From an optimization exercise on the open Yosys and OpenROAD flow, aimed at small area, a short achievable clock period and few clock cycles per item; shortcuts taken in it are not production practice.
Power figures rest on the tool's default switching activity, not on a simulated workload.

## run 1
## fp_mult_stream
module fp_mult_stream #(
    parameter int WIDTH      = 32,
    parameter int INT_WIDTH  = 16,
    parameter int FRAC_WIDTH = 16,
    parameter int SIGNED     = 1,
    parameter int STAGES     = 3,
    parameter int ROUND      = 1
) (
    input  logic              clk,
    input  logic              reset,
    input  logic              in_valid,
    output logic              in_ready,
    input  logic [WIDTH-1:0]  left,
    input  logic [WIDTH-1:0]  right,
    output logic              out_valid,
    input  logic              out_ready,
    output logic [WIDTH-1:0]  out,
    output logic              ovf
);
For scale: about 3000 cells after synthesis, about 100 I/O pins.
==> flow/config.mk <==
export PLATFORM = sky130hd
export DESIGN_NAME = fp_mult_stream
export DESIGN_NICKNAME = fp_mult_stream
export VERILOG_FILES = /design/flow/design.v
export SDC_FILE = /design/flow/constraint.sdc
export NUM_CORES = 4
export LEC_CHECK = 0
export ABC_AREA = 1
export CAP_MARGIN = 0
export CORE_MARGIN = 2
export CORE_UTILIZATION = 40
export CTS_BUF_LIST = sky130_fd_sc_hd__clkbuf_8
export SLEW_MARGIN = 0
export SYNTH_HIERARCHICAL = 1
==> flow/constraint.sdc <==
create_clock -name core_clock -period 10.0 [get_ports {clk}]
set_input_delay 2.0000 -clock core_clock [delete_from_list [all_inputs] [get_ports {clk}]]
set_output_delay 2.0000 -clock core_clock [all_outputs]
set_load 0.01 [all_outputs]
standard.sh (not shown) runs the stock make flow with config.mk's settings and CLKGATE_MAP_FILE= SYNTH_SCRIPT=/design/flow/synth_recipe.tcl, a recipe that flattens the netlist after the stock synthesis.
==> flow/flow/run.sh <==
#!/bin/bash
set -euo pipefail
bash standard.sh SETUP_SLACK_MARGIN=6.1 "BUFFER_PORTS_ARGS=-buffer_cell sky130_fd_sc_hd__buf_2" finish > standard_flow.log 2>&1
Setup changes, run 1 to run 2
# run 1
export LEC_CHECK = 0
export ABC_AREA = 1
export CAP_MARGIN = 0
export CORE_MARGIN = 2
export CORE_UTILIZATION = 40
export CTS_BUF_LIST = sky130_fd_sc_hd__clkbuf_8
export SLEW_MARGIN = 0
export SYNTH_HIERARCHICAL = 1
create_clock -name core_clock -period 10.0 [get_ports {clk}]
# run 2
export LEC_CHECK = 0
export ABC_AREA = 1
export CAP_MARGIN = 20
export CORE_MARGIN = 2
export CORE_UTILIZATION = 40
export SLEW_MARGIN = 20
export SYNTH_HIERARCHICAL = 1
create_clock -name core_clock -period 10.0 [get_ports {clk}]
### Flow results
- Run 2: measured slew at the worst slew-check pin is 0.0091 ns higher than what run 1 reported.
- Looking at run 1 and run 2, the global-route wire length before repair is a wash.
- Worst setup slack delta (run 2 − run 1): favourable
- The post-layout instance area was comparable across run 1 and run 2.
- Run 2 ends up with lower layout overhead on the synthesized area than run 1 does.
- Wire length: run 2 vs run 1, no meaningful difference
- | combinational group share of total power | lower: run 2 |
- On final worst hold slack, run 1 tracks run 2 almost exactly.
- Run 2 vs run 1: number of buffers added by the clock tree synthesis step down by more than a quarter
- Run 1 ended up with out[3] as its destination of the critical timing path; run 2 ended up with cs_q[42].
- Looking at non-clock buffer count, run 2 sits 3 lower than run 1 does.
[inputs] run 3 vs run 2
# run 2
export LEC_CHECK = 0
export ABC_AREA = 1
export CAP_MARGIN = 20
export CORE_MARGIN = 2
export CORE_UTILIZATION = 40
export SLEW_MARGIN = 20
export SYNTH_HIERARCHICAL = 1
create_clock -name core_clock -period 10.0 [get_ports {clk}]
# run 3
export LEC_CHECK = 0
export ABC_AREA = 1
export CAP_MARGIN = 20
export CORE_MARGIN = 2
export CORE_UTILIZATION = 55
export CTS_BUF_LIST = sky130_fd_sc_hd__clkbuf_8
export PLACE_DENSITY = 0.8
export SLEW_MARGIN = 20
export SYNTH_HIERARCHICAL = 1
create_clock -name core_clock -period 10.0 [get_ports {clk}]
==> results.txt <==
Summary — routed wire length, run 3 relative to run 2: lower, by 4.0%.
Going from run 2 to run 3, part of the total power dissipated in combinational logic rose 1.3 points, power shrank by 0.00029 W, final worst-path cycle share has increased, post-route clock skew shows a reduction of 0.011 ns, final critical-path setup slack fell by 0.096 ns.
The final reports for run 3 and run 2 show relative contribution of sequential cells to total power higher in the former.
Run 3 against run 2: first-iteration DRC count now sits higher, clock group total power now sits lower, final worst hold slack now sits at about the same level, internal power summed over all cells now sits lower.
Input changes introduced in run 4 (baseline for comparison: run 3):
# run 3
export LEC_CHECK = 0
export ABC_AREA = 1
export CAP_MARGIN = 20
export CORE_MARGIN = 2
export CORE_UTILIZATION = 55
export CTS_BUF_LIST = sky130_fd_sc_hd__clkbuf_8
export PLACE_DENSITY = 0.8
export SLEW_MARGIN = 20
export SYNTH_HIERARCHICAL = 1
create_clock -name core_clock -period 10.0 [get_ports {clk}]
# run 4
export LEC_CHECK = 0
export ABC_AREA = 1
export CAP_MARGIN = 20
export CORE_MARGIN = 2
export CORE_UTILIZATION = 40
export CTS_BUF_LIST = sky130_fd_sc_hd__clkbuf_8
export SLEW_MARGIN = 20
export SYNTH_HIERARCHICAL = 1
create_clock -name core_clock -period 10.0 [get_ports {clk}]
## What came out
Run 4 ran to completion and came out clean on the timing, design-rule and antenna checks.
Higher floorplan die width among run 4 and run 3: run 4
Worst path arrival time, run 4 and run 3, lower one = run 4.
Relative to run 3, global-route usage has gone down in run 4.
Compared with run 3, run 4 shows a met3 routed wirelength that is about 20% lower.
Internal power of the cells: run 4 and run 3 compared, higher one is run 4
Looking at inserted tap cell count, run 4 sits 287 higher than run 3 does.
No functional check of the RTL was part of any run of this note.

[re-timing with driven ports]
No port has a modelled driver above. Below, the same layouts with a new extraction and two added sets of constraints. Step 1 assumes that a clkbuf_16 drives the clock port and a buf_2 every other input. Step 2 times the ports against the registers' clock, not the clock port: input delays grow and output delays shrink by t, the midpoint of the rising clock arrivals with the driver on. Three values: no drivers, after step 1, after step 2; two values: the first two.
run | shift t [ns] | setup slack, ns | hold WS [ns] | latest minus earliest clock arrival (ns) | pins driven straight from the clock port
run 1 | 0.728 | 6.053 / 5.989 / 6.140 | 0.468 / 0.468 / 0.468 | 0.036 / 0.036 | 1
run 2 | 0.627 | 6.094 / 6.080 / 6.094 | 0.469 / 0.469 / 0.469 | 0.046 / 0.046 | 1
run 3 | 0.697 | 5.998 / 5.998 / 5.998 | 0.466 / 0.466 / 0.466 | 0.036 / 0.036 | 1
run 4 | 0.728 | 6.053 / 5.989 / 6.140 | 0.468 / 0.468 / 0.468 | 0.036 / 0.036 | 1
After both steps setup and hold are still met in every run listed.
